This design comes from an exercise in tuning for small area, a short achievable clock period and few clock cycles on the open sky130 flow, not from production work.
The RTL of this run was laid out without a check of its function.

===== design/flow/config.mk =====
export PLATFORM = sky130hd
export DESIGN_NAME = depth_rainbow_colormap_unit
export DESIGN_NICKNAME = depth_rainbow_colormap_unit
export VERILOG_FILES = /design/flow/design.v
export SDC_FILE = /design/flow/constraint.sdc
export NUM_CORES = 4
export LEC_CHECK = 0
export ABC_AREA = 1
export CAP_MARGIN = 20
export CORE_MARGIN = 2
export CORE_UTILIZATION = 60
export CTS_CLUSTER_DIAMETER = 100
export CTS_CLUSTER_SIZE = 20
export SETUP_SLACK_MARGIN = 3.2
export SLEW_MARGIN = 20
export SYNTH_MEMORY_MAX_BITS = 16384
export BUFFER_PORTS_ARGS = -buffer_cell sky130_fd_sc_hd__buf_2

===== design/flow/standard.sh =====
#!/bin/bash
# synth_recipe.tcl (not shown) runs the flow's synth.tcl, then flattens the netlist and writes it again
# the make line also repeats each setting of config.mk as NAME=value (left out here)
make -C /OpenROAD-flow-scripts/flow DESIGN_CONFIG=/design/flow/config.mk WORK_HOME=/design/flow/orfs CLKGATE_MAP_FILE= SYNTH_SCRIPT=/design/flow/synth_recipe.tcl "${@:-finish}"

===== design/flow/flow/run.sh =====
#!/bin/bash
set -euo pipefail
echo 'export BUFFER_PORTS_ARGS = -buffer_cell sky130_fd_sc_hd__buf_2' >> config.mk
bash standard.sh > standard.log 2>&1

===== design/flow/constraint.sdc =====
create_clock -name core_clock -period 6.0 [get_ports {i_clk}]
set_input_delay 1.2000 -clock core_clock [delete_from_list [all_inputs] [get_ports {i_clk}]]
set_output_delay 1.2000 -clock core_clock [all_outputs]
set_load 0.01 [all_outputs]

===== design/flow/design.v =====
package drcm_pkg;
    localparam int LUT_ENTRIES = 256;
    localparam int LUT_SPAN    = LUT_ENTRIES - 1;
    localparam int IDX_W       = $clog2(LUT_ENTRIES);
    localparam int STOP_COUNT  = 6;
    localparam int CHAN_W      = 8;
    localparam int DIST_W      = 16;
    localparam int NUM_W       = DIST_W + IDX_W + 1;
    localparam int PIPE_DEPTH  = 2 + IDX_W + 1;
    localparam int CFG_IDX_W   = 1;
    localparam logic [CFG_IDX_W-1:0] CFG_NEAR_MM = 1'b0;
    localparam logic [CFG_IDX_W-1:0] CFG_FAR_MM  = 1'b1;
    localparam logic [DIST_W-1:0] NEAR_MM_RST = 16'd0;
    localparam logic [DIST_W-1:0] FAR_MM_RST  = 16'd10000;
    typedef struct packed {
        logic [CHAN_W-1:0] blue;
        logic [CHAN_W-1:0] green;
        logic [CHAN_W-1:0] red;
    } t_bgr;
    typedef struct packed {
        logic              black;
        logic [NUM_W-1:0]  rem;
        logic [DIST_W-1:0] den;
    } t_div_beat;
    typedef struct packed {
        logic             black;
        logic [IDX_W-1:0] index;
    } t_idx_beat;
endpackage
module drcm_add #(
    parameter int W = 16
) (
    input  logic [W-1:0] i_a,
    input  logic [W-1:0] i_b,
    input  logic         i_ci,
    output logic [W-1:0] o_s,
    output logic         o_co
);
    logic [W-1:0] t;
    logic [W-1:0] g;
    logic [W-1:0] cg;
    logic [W-1:0] cp;
    always_comb begin
        t = i_a | i_b;
        g = i_a & i_b;
        cg = g;
        cp = t;
        cg[0] = g[0] | (t[0] & i_ci);
        for (int l = 0; (1 << l) < W; l++) begin
            logic [W-1:0] ng;
            logic [W-1:0] np;
            ng = cg;
            np = cp;
            for (int i = 0; i < W; i++) begin
                if ((i >> l) & 1) begin
                    ng[i] = cg[i] | (cp[i] & cg[((i >> l) << l) - 1]);
                    np[i] = cp[i] & cp[((i >> l) << l) - 1];
                end
            end
            cg = ng;
            cp = np;
        end
        o_s  = i_a ^ (i_b ^ {cg[W-2:0], i_ci});
        o_co = cg[W-1];
    end
endmodule
module drcm_div_step #(
    parameter int K = 7
) (
    input  logic [15:0] i_den,
    input  logic [23:0] i_rem,
    input  logic [7:0]  i_quo,
    output logic [23:0] o_rem,
    output logic [7:0]  o_quo
);
    logic [16:0] top;
    logic [16:0] dd;
    logic [16:0] dif;
    logic [16:0] bg;
    logic [16:0] bt;
    assign top = i_rem[K+16:K];
    assign dd  = {1'b0, i_den};
    always_comb begin
        bg = ~top & dd;
        bt = ~top | dd;
        for (int l = 0; l < 5; l++) begin
            logic [16:0] ng;
            logic [16:0] nt;
            ng = bg;
            nt = bt;
            for (int i = 0; i < 17; i++) begin
                if ((i >> l) & 1) begin
                    ng[i] = bg[i] | (bt[i] & bg[((i >> l) << l) - 1]);
                    nt[i] = bt[i] & bt[((i >> l) << l) - 1];
                end
            end
            bg = ng;
            bt = nt;
        end
        dif = top ^ (dd ^ {bg[15:0], 1'b0});
        o_rem = i_rem;
        o_quo = i_quo;
        o_quo[K] = !bg[16];
        if (!bg[16]) o_rem[K+16:K] = dif;
    end
endmodule
module drcm_lut (input logic i_black, input logic [7:0] i_index,
  output logic [7:0] o_blue, output logic [7:0] o_green, output logic [7:0] o_red);
  logic [2:0] seg; logic [5:0] j; logic [7:0] f5, fa, fb, fc, fd; logic [7:0] b,g,r;
  always_comb begin
    if (i_index >= 8'd255) begin seg = 5; j = 6'(i_index - 8'd255); end
    else if (i_index >= 8'd204) begin seg = 4; j = 6'(i_index - 8'd204); end
    else if (i_index >= 8'd153) begin seg = 3; j = 6'(i_index - 8'd153); end
    else if (i_index >= 8'd102) begin seg = 2; j = 6'(i_index - 8'd102); end
    else if (i_index >= 8'd51) begin seg = 1; j = 6'(i_index - 8'd51); end
    else begin seg = 0; j = i_index[5:0]; end
    case (j)
      6'd0: begin f5 = 8'd0; fa = 8'd0; fb = 8'd0; fc = 8'd0; fd = 8'd0; end
      6'd1: begin f5 = 8'd5; fa = 8'd2; fb = 8'd4; fc = 8'd1; fd = 8'd3; end
      6'd2: begin f5 = 8'd10; fa = 8'd4; fb = 8'd7; fc = 8'd2; fd = 8'd5; end
      6'd3: begin f5 = 8'd15; fa = 8'd6; fb = 8'd10; fc = 8'd3; fd = 8'd8; end
      6'd4: begin f5 = 8'd20; fa = 8'd8; fb = 8'd13; fc = 8'd5; fd = 8'd10; end
      6'd5: begin f5 = 8'd25; fa = 8'd9; fb = 8'd17; fc = 8'd6; fd = 8'd13; end
      6'd6: begin f5 = 8'd30; fa = 8'd11; fb = 8'd20; fc = 8'd7; fd = 8'd15; end
      6'd7: begin f5 = 8'd35; fa = 8'd13; fb = 8'd23; fc = 8'd8; fd = 8'd18; end
      6'd8: begin f5 = 8'd40; fa = 8'd15; fb = 8'd26; fc = 8'd10; fd = 8'd20; end
      6'd9: begin f5 = 8'd45; fa = 8'd16; fb = 8'd30; fc = 8'd11; fd = 8'd23; end
      6'd10: begin f5 = 8'd50; fa = 8'd18; fb = 8'd33; fc = 8'd12; fd = 8'd25; end
      6'd11: begin f5 = 8'd55; fa = 8'd20; fb = 8'd36; fc = 8'd13; fd = 8'd28; end
      6'd12: begin f5 = 8'd60; fa = 8'd22; fb = 8'd39; fc = 8'd15; fd = 8'd30; end
      6'd13: begin f5 = 8'd65; fa = 8'd23; fb = 8'd43; fc = 8'd16; fd = 8'd33; end
      6'd14: begin f5 = 8'd70; fa = 8'd25; fb = 8'd46; fc = 8'd17; fd = 8'd35; end
      6'd15: begin f5 = 8'd75; fa = 8'd27; fb = 8'd49; fc = 8'd18; fd = 8'd38; end
      6'd16: begin f5 = 8'd80; fa = 8'd29; fb = 8'd52; fc = 8'd20; fd = 8'd40; end
      6'd17: begin f5 = 8'd85; fa = 8'd30; fb = 8'd55; fc = 8'd21; fd = 8'd43; end
      6'd18: begin f5 = 8'd90; fa = 8'd32; fb = 8'd59; fc = 8'd22; fd = 8'd45; end
      6'd19: begin f5 = 8'd95; fa = 8'd34; fb = 8'd62; fc = 8'd23; fd = 8'd48; end
      6'd20: begin f5 = 8'd100; fa = 8'd36; fb = 8'd65; fc = 8'd25; fd = 8'd50; end
      6'd21: begin f5 = 8'd105; fa = 8'd38; fb = 8'd68; fc = 8'd26; fd = 8'd53; end
      6'd22: begin f5 = 8'd110; fa = 8'd39; fb = 8'd72; fc = 8'd27; fd = 8'd55; end
      6'd23: begin f5 = 8'd115; fa = 8'd41; fb = 8'd75; fc = 8'd28; fd = 8'd58; end
      6'd24: begin f5 = 8'd120; fa = 8'd43; fb = 8'd78; fc = 8'd30; fd = 8'd60; end
      6'd25: begin f5 = 8'd125; fa = 8'd45; fb = 8'd81; fc = 8'd31; fd = 8'd63; end
      6'd26: begin f5 = 8'd130; fa = 8'd46; fb = 8'd85; fc = 8'd32; fd = 8'd65; end
      6'd27: begin f5 = 8'd135; fa = 8'd48; fb = 8'd88; fc = 8'd33; fd = 8'd68; end
      6'd28: begin f5 = 8'd140; fa = 8'd50; fb = 8'd91; fc = 8'd35; fd = 8'd70; end
      6'd29: begin f5 = 8'd145; fa = 8'd52; fb = 8'd94; fc = 8'd36; fd = 8'd73; end
      6'd30: begin f5 = 8'd150; fa = 8'd53; fb = 8'd98; fc = 8'd37; fd = 8'd75; end
      6'd31: begin f5 = 8'd155; fa = 8'd55; fb = 8'd101; fc = 8'd38; fd = 8'd78; end
      6'd32: begin f5 = 8'd160; fa = 8'd57; fb = 8'd104; fc = 8'd40; fd = 8'd80; end
      6'd33: begin f5 = 8'd165; fa = 8'd59; fb = 8'd107; fc = 8'd41; fd = 8'd83; end
      6'd34: begin f5 = 8'd170; fa = 8'd60; fb = 8'd110; fc = 8'd42; fd = 8'd85; end
      6'd35: begin f5 = 8'd175; fa = 8'd62; fb = 8'd114; fc = 8'd43; fd = 8'd88; end
      6'd36: begin f5 = 8'd180; fa = 8'd64; fb = 8'd117; fc = 8'd45; fd = 8'd90; end
      6'd37: begin f5 = 8'd185; fa = 8'd66; fb = 8'd120; fc = 8'd46; fd = 8'd93; end
      6'd38: begin f5 = 8'd190; fa = 8'd68; fb = 8'd123; fc = 8'd47; fd = 8'd95; end
      6'd39: begin f5 = 8'd195; fa = 8'd69; fb = 8'd127; fc = 8'd48; fd = 8'd98; end
      6'd40: begin f5 = 8'd200; fa = 8'd71; fb = 8'd130; fc = 8'd50; fd = 8'd100; end
      6'd41: begin f5 = 8'd205; fa = 8'd73; fb = 8'd133; fc = 8'd51; fd = 8'd103; end
      6'd42: begin f5 = 8'd210; fa = 8'd75; fb = 8'd136; fc = 8'd52; fd = 8'd105; end
      6'd43: begin f5 = 8'd215; fa = 8'd76; fb = 8'd140; fc = 8'd53; fd = 8'd108; end
      6'd44: begin f5 = 8'd220; fa = 8'd78; fb = 8'd143; fc = 8'd55; fd = 8'd110; end
      6'd45: begin f5 = 8'd225; fa = 8'd80; fb = 8'd146; fc = 8'd56; fd = 8'd113; end
      6'd46: begin f5 = 8'd230; fa = 8'd82; fb = 8'd149; fc = 8'd57; fd = 8'd115; end
      6'd47: begin f5 = 8'd235; fa = 8'd83; fb = 8'd153; fc = 8'd58; fd = 8'd118; end
      6'd48: begin f5 = 8'd240; fa = 8'd85; fb = 8'd156; fc = 8'd60; fd = 8'd120; end
      6'd49: begin f5 = 8'd245; fa = 8'd87; fb = 8'd159; fc = 8'd61; fd = 8'd123; end
      6'd50: begin f5 = 8'd250; fa = 8'd89; fb = 8'd162; fc = 8'd62; fd = 8'd125; end
      default: begin f5 = 8'd0; fa = 8'd0; fb = 8'd0; fc = 8'd0; fd = 8'd0; end
    endcase
    case (seg)
      3'd0: {b,g,r} = {8'd255, f5, 8'd0};
      3'd1: {b,g,r} = {8'd255 - f5, 8'd255, f5};
      3'd2: {b,g,r} = {8'd0, 8'd255 - fa, 8'd255};
      3'd3: {b,g,r} = {8'd0, 8'd165 - fb, 8'd255};
      3'd4: {b,g,r} = {fc, fc, 8'd255 - fd};
      default: {b,g,r} = {8'd64, 8'd64, 8'd128};
    endcase
    {o_blue,o_green,o_red} = i_black ? 24'd0 : {b,g,r};
  end
endmodule
module depth_rainbow_colormap_unit
#(
    parameter int DEPTH_BITS = 24
) (
    input  logic                 i_clk,
    input  logic                 i_rst_n,
    input  logic                 i_depth_valid,
    output logic                 o_depth_ready,
    input  logic [DEPTH_BITS-1:0] i_depth,
    output logic                 o_pixel_valid,
    input  logic                 i_pixel_ready,
    output logic [7:0]           o_blue,
    output logic [7:0]           o_green,
    output logic [7:0]           o_red,
    input  logic                 i_cfg_we,
    input  logic [drcm_pkg::CFG_IDX_W-1:0] i_cfg_idx,
    input  logic [drcm_pkg::DIST_W-1:0]    i_cfg_data
);
    localparam logic [10:1] CUTS = 10'b1111111111;
    localparam int NSTEP = 10;
    localparam logic [1:0] C_DIV = 2'd0, C_ZERO = 2'd1, C_FULL = 2'd2, C_BLACK = 2'd3;
    logic [15:0] r_near;
    logic [15:0] r_far;
    logic [15:0] r_den;
    logic        r_ok;
    logic [16:0] den_full;
    always_ff @(posedge i_clk) begin
        if (!i_rst_n) begin
            r_near <= 16'd0;
            r_far  <= 16'd10000;
        end else if (i_cfg_we) begin
            if (i_cfg_idx[0]) r_far  <= i_cfg_data;
            else              r_near <= i_cfg_data;
        end
    end
    logic den_co;
    drcm_add #(.W(16)) u_den (
        .i_a (r_far), .i_b (~r_near), .i_ci (1'b1),
        .o_s (den_full[15:0]), .o_co (den_co)
    );
    assign den_full[16] = !den_co;
    always_ff @(posedge i_clk) begin
        r_den <= den_full[15:0];
        r_ok  <= !den_full[16] && (den_full[15:0] != 16'd0);
    end
    logic en;
    assign en            = !o_pixel_valid || i_pixel_ready;
    assign o_depth_ready = en;
    logic        in_black;
    logic        in_high;
    logic [16:0] in_diff;
    logic        r1_v;
    logic        r1_black;
    logic        r1_high;
    logic        r1_below;
    logic [15:0] r1_diff;
    assign in_black = i_depth[DEPTH_BITS-1] || (i_depth == '0);
    assign in_high  = |i_depth[DEPTH_BITS-2:16];
    logic in_co;
    drcm_add #(.W(16)) u_diff (
        .i_a (i_depth[15:0]), .i_b (~r_near), .i_ci (1'b1),
        .o_s (in_diff[15:0]), .o_co (in_co)
    );
    assign in_diff[16] = !in_co;
    always_ff @(posedge i_clk) begin
        if (!i_rst_n)  r1_v <= 1'b0;
        else if (en)   r1_v <= i_depth_valid;
    end
    always_ff @(posedge i_clk) begin
        if (en) begin
            r1_black <= in_black;
            r1_high  <= in_high;
            r1_below <= in_diff[16] && !in_high;
            r1_diff  <= in_diff[15:0];
        end
    end
    logic [NSTEP:0] s_v;
    logic [1:0]     s_c [0:NSTEP];
    logic [23:0]    s_r [0:NSTEP];
    logic [7:0]     s_q [0:NSTEP];
    logic [23:0]    s_p;
    logic [1:0]     t_c [1:NSTEP];
    logic [23:0]    t_r [1:NSTEP];
    logic [7:0]     t_q [1:NSTEP];
    logic [23:0]    t_p;
    assign s_v[0] = r1_v;
    assign s_c[0] = C_DIV;
    assign s_r[0] = 24'd0;
    assign s_q[0] = 8'd0;
    logic [15:0] ge_s;
    logic        ge_den;
    logic [23:0] n_s;
    logic [23:0] n_c;
    logic        n_co;
    drcm_add #(.W(16)) u_ge (
        .i_a (r1_diff), .i_b (~r_den), .i_ci (1'b1),
        .o_s (ge_s), .o_co (ge_den)
    );
    always_comb begin
        if (r1_black)                      t_c[1] = C_BLACK;
        else if (r1_below || !r_ok)        t_c[1] = C_ZERO;
        else if (r1_high || ge_den)        t_c[1] = C_FULL;
        else                               t_c[1] = C_DIV;
    end
    always_comb begin
        logic [23:0] x;
        logic [23:0] y;
        logic [23:0] z;
        x = {r1_diff, 8'd0};
        y = {8'hFF, ~r1_diff};
        z = {9'd0, r_den[15:1]};
        n_s = x ^ y ^ z;
        n_c = {((x & y) | (x & z) | (y & z)), 1'b0} ;
    end
    drcm_add #(.W(24)) u_num (
        .i_a (n_s), .i_b (n_c), .i_ci (1'b1),
        .o_s (t_r[1]), .o_co (n_co)
    );
    assign t_q[1] = 8'd0;
    logic [7:0] q_raw [2:9];
    for (genvar j = 2; j <= 9; j++) begin : g_step
        drcm_div_step #(.K(9 - j)) u_step (
            .i_den (r_den),
            .i_rem (s_r[j-1]),
            .i_quo (s_q[j-1]),
            .o_rem (t_r[j]),
            .o_quo (q_raw[j])
        );
        if (j < 9) begin : g_mid
            assign t_q[j] = q_raw[j];
            assign t_c[j] = s_c[j-1];
        end else begin : g_last
            always_comb begin
                case (s_c[j-1])
                    C_ZERO:  t_q[j] = 8'd0;
                    C_FULL:  t_q[j] = 8'd255;
                    C_BLACK: t_q[j] = 8'd0;
                    default: t_q[j] = q_raw[j];
                endcase
            end
            assign t_c[j] = (s_c[j-1] == C_BLACK) ? C_BLACK : C_DIV;
        end
    end
    drcm_lut u_lut (
        .i_black (s_c[9] == C_BLACK),
        .i_index (s_q[9]),
        .o_blue  (t_p[23:16]),
        .o_green (t_p[15:8]),
        .o_red   (t_p[7:0])
    );
    assign t_c[10] = 2'd0;
    assign t_r[10] = 24'd0;
    assign t_q[10] = 8'd0;
    for (genvar j = 1; j <= NSTEP; j++) begin : g_link
        if (CUTS[j]) begin : g_reg
            logic rv;
            always_ff @(posedge i_clk) begin
                if (!i_rst_n) rv <= 1'b0;
                else if (en)  rv <= s_v[j-1];
            end
            assign s_v[j] = rv;
            if (j < NSTEP) begin : g_data
                logic [1:0]  rc;
                logic [23:0] rr;
                logic [7:0]  rq;
                always_ff @(posedge i_clk) begin
                    if (en) begin
                        rc <= t_c[j];
                        rr <= t_r[j];
                        rq <= t_q[j];
                    end
                end
                assign s_c[j] = rc;
                assign s_r[j] = rr;
                assign s_q[j] = rq;
            end else begin : g_pix
                logic [23:0] rp;
                always_ff @(posedge i_clk) begin
                    if (en) rp <= t_p;
                end
                assign s_p = rp;
            end
        end else begin : g_wire
            assign s_v[j] = s_v[j-1];
            if (j < NSTEP) begin : g_data
                assign s_c[j] = t_c[j];
                assign s_r[j] = t_r[j];
                assign s_q[j] = t_q[j];
            end else begin : g_pix
                assign s_p = t_p;
            end
        end
    end
    assign o_pixel_valid = s_v[NSTEP];
    assign {o_blue, o_green, o_red} = s_p;
endmodule

==> flow_metrics.tcl <==
set metrics [dict create \
    syn_area_um2 20500 \
    setup_viol 0 \
    drv_slew 0 \
    leakagePower_uw 0.0125 \
    reg2reg_from "g_link[9].g_reg.g_data.rq[0]$_DFFE_PP_" \
    worstSetupStartpoint "g_link[9].g_reg.g_data.rq[0]$_DFFE_PP_" \
    drive_gt1_frac 0.331 \
    grt_max_degree 93 \
    ys_warn_count 45 \
    cts.sinks 320 \
    crit_buf_inv 5 \
    ff2ff_path_depth 26 \
    async_flop_share 0 \
    ys_types 55 \
    period_minus_slack_ps 3650 \
    drc 0 \
    synth-main-ff-cell "edfxtp_1" \
    antenna_found_initial 0 \
    area_growth_syn_to_layout_pct 35.4 \
    final_hold_viol_count 0 \
    hold_class "reg -> reg" \
    crit_cells 26 \
    core_area_um2 33600 \
    h-tree-depth 1 \
    power_uw 17100 \
    start_kind "flop" \
    drt.antenna.violating_nets 0 \
    maxCapViolCount 0 \
    cp_data_arrival_time_ps 3900 \
    clk_latency_ps 550 \
    seq_area_frac_synth 0.439 \
    ir_drop_uv 421 \
    die_x_um 189 \
    fmax_mhz 274 \
    dpl.hpwl_mm 34.8 \
    powerDensity_nw_per_um2 615 \
    period_share 0.608 \
    worstPathMaxFanout 7 \
    diodes 0 \
    grt_pass1_vias 18900 \
    rr_endpoint "g_link[10].g_reg.g_pix.rp[15]$_SDFFCE_PP0P_" \
    run_status "timing/DRC/antenna clean" \
    clock_path_buffers 3 \
    relSlewSlack 0.423 \
    path_delay_family "simple AND/OR/NAND/NOR gates" \
    fin_worst_skew_ps 35.0 \
    dp.cells 3021 \
    slowest_delay_ps 530 \
    final_cells 3416 \
    num_rows 67 \
    first_iter_violations 2185 \
    fp.dieH_um 189 \
    start_util 0.611 \
    io_pins 72 \
    cp_common_cell "nand2_2" \
    vias 20100 \
    cts_buffers 20 \
    synth-seq-cells 320 \
    synth_fp_nets 2700 \
    synth_top_area_frac 0.380 \
    worstSetupPathType "reg -> reg" \
    cp-endpoint "g_link[10].g_reg.g_pix.rp[15]$_SDFFCE_PP0P_" \
    dr.pass1.iters 8 \
    routed_wl_mm 65.0 \
    grt_pass1_wl_mm 95.1 \
    viasPerCell 5.89 \
    end_kind "flop" \
    wire_per_inst_um 19.0 \
    final_net_count 3091 \
    root_buffer "clkbuf_16" \
    grtUsageTotal 0.333 \
    dieArea_um2 35700 \
    synth_area_leader_cell "edfxtp_1" \
    tns_ps 0 \
    hold_slack_ps 423 \
    postSynthAreaPerCell_um2 8.01 \
    gr-total-overflow 0 \
    clkTransAtPathRegs_ps 90 \
    rsz0062_at_grt "yes" \
    cts_tree "done" \
    worst_pin_slew_ps 862 \
    fillers 1904 \
    critical_path_required_ps 6250 \
    critPathSlowestCell "edfxtp_1" \
    ys_top_cells_by_area "edfxtp_1, nand2_1, inv_1" \
    cts_hold_buffers 0 \
    final_area_um2 27800 \
    gp_congestion 0.934 \
    syn-instance-count 2563 \
    placement.cell_area_um2 21500 \
    numPortBuffers 71 \
    synth_edf_count 260 \
    r2r_slack_ps 2350 \
]
cells by family after synthesis:
logic type                 synth area share
AOI/OAI and AO/OA                     0.133
xor gates and xnor gates             0.0473
adders and majority gates            0.0726
buffers and inverters                0.0927
DFF                                   0.439
muxes                               0.00311
and+or+nand+nor                       0.213
what timing repair did:
action,4_1_cts,5_1_grt
endpoints found under the setup margin,318,169
gates cloned,33,2
pin swaps,161,217
buffers inserted,238,86
resized for setup,436,359
stage by stage:
stage | worst slack (ps) | util
2_1_floorplan | 2500 | -
3_3_place_gp | 2050 | 0.640
3_5_place_dp | 1970 | 0.640
4_1_cts | 2610 | 0.767
5_1_grt | 2240 | 0.827
6_report | 2350 | 0.827
routing by layer:
layer,up-vias,part of all wire,GRT usage
met4,0,0.053,0.128
li1,9173,-,-
met3,342,0.093,0.0538
met5,-,0,0
met1,9374,0.37,0.414
met2,1227,0.49,0.581
report_power, final:
group          internal, uW  switching [uW]  total, uW
Sequential             3690             557       4250
Clock                   665             773       1440
Combinational          4930            6490      11400
Total                  9280            7820      17100
worst min path at each step:
stage                                                    start  cells after the start                                endpoint  slack (ps)
floorplan           g_link[1].g_reg.g_data.rc[0]$_SDFFCE_PP1P_                      0  g_link[2].g_reg.g_data.rc[0]$_DFFE_PP_         400
global route            g_link[4].g_reg.g_data.rr[1]$_DFFE_PP_                      0  g_link[5].g_reg.g_data.rr[1]$_DFFE_PP_         430
global placement        g_link[6].g_reg.g_data.rq[6]$_DFFE_PP_                      0  g_link[7].g_reg.g_data.rq[6]$_DFFE_PP_         400
finish              g_link[1].g_reg.g_data.rc[0]$_SDFFCE_PP1P_                      0  g_link[2].g_reg.g_data.rc[0]$_DFFE_PP_         420
CTS                     g_link[5].g_reg.g_data.rq[7]$_DFFE_PP_                      0  g_link[6].g_reg.g_data.rq[7]$_DFFE_PP_         420
detailed placement      g_link[5].g_reg.g_data.rq[7]$_DFFE_PP_                      0  g_link[6].g_reg.g_data.rq[7]$_DFFE_PP_         400
Yosys cell counts (8+ instances only):
cell,n
nand2_1,506
inv_1,384
nor2_1,379
edfxtp_1,260
o21ai_0,222
a21oi_1,116
nand3_1,102
xor2_1,68
dfxtp_1,60
fa_1,47
ha_1,44
xnor2_1,43
clkbuf_1,29
a31oi_1,28
o21ai_1,26
inv_2,23
nor3_1,23
o211ai_1,23
buf_2,22
o22ai_1,11
o21a_1,10
o21bai_1,10
a21oi_2,9
nand2_2,9
nand3b_1,9
nand4_1,9
a211oi_1,8
clkinv_1,8
layout make-up:
type	count	area [um2]	share of cell area
clock buffer	34	574	0.0207
timing repair buffer	399	3440	0.124
inverter	417	1770	0.0636
clock inverter	2	25.0	0.000900
sequential	320	9050	0.325
multi-input combinational	1785	12300	0.442
timing repair inverter	11	106	0.00382
tap	448	561	0.0202
sequential cells by signal, indices dropped and copies added (netlist names), 10 cells and up:
register	count
g_link.g_reg.g_data.rc	17
g_link.g_reg.g_data.rq	36
g_link.g_reg.g_data.rr	164
g_link.g_reg.g_pix.rp	24
g_link.g_reg.rv	10
r1_diff	16
r_den	16
r_far	16
r_near	16
cell usage in the layout, fill, tap and decap left out, drive strengths merged, types with 28 or more instances in the layout:
cell type / n
ha: 44
buf: 399
clkbuf: 34
xnor2: 43
nand2: 538
inv: 410
fa: 47
nor2: 385
xor2: 68
a31oi: 28
a21oi: 125
dfxtp: 60
o21ai: 252
edfxtp: 260
nand3: 107

## afterwards: timing with drivers on the ports
The flow's constraints put no driver on any port. The routed layout listed below was extracted and timed again, unchanged, in two steps. Step 1, drivers: a clkbuf_16 drives i_clk and a buf_2 each remaining input, both assumed. Step 2, shift: input delay + t, output delay - t, t = (earliest + latest rising clock arrival at the registers) / 2. This alone moves slack from input paths to output paths. a / b / c = no drivers / after step 1 / after step 2; a / b = the first two.
t, ns: 0.583
setup slack, ns: 2.353 / 2.353 / 2.287
worst setup path after step 2: input to register
After both steps this run still meets setup and hold. The setup slack of this run moves by 0.000 ns with the drivers and by -0.066 ns with both steps.
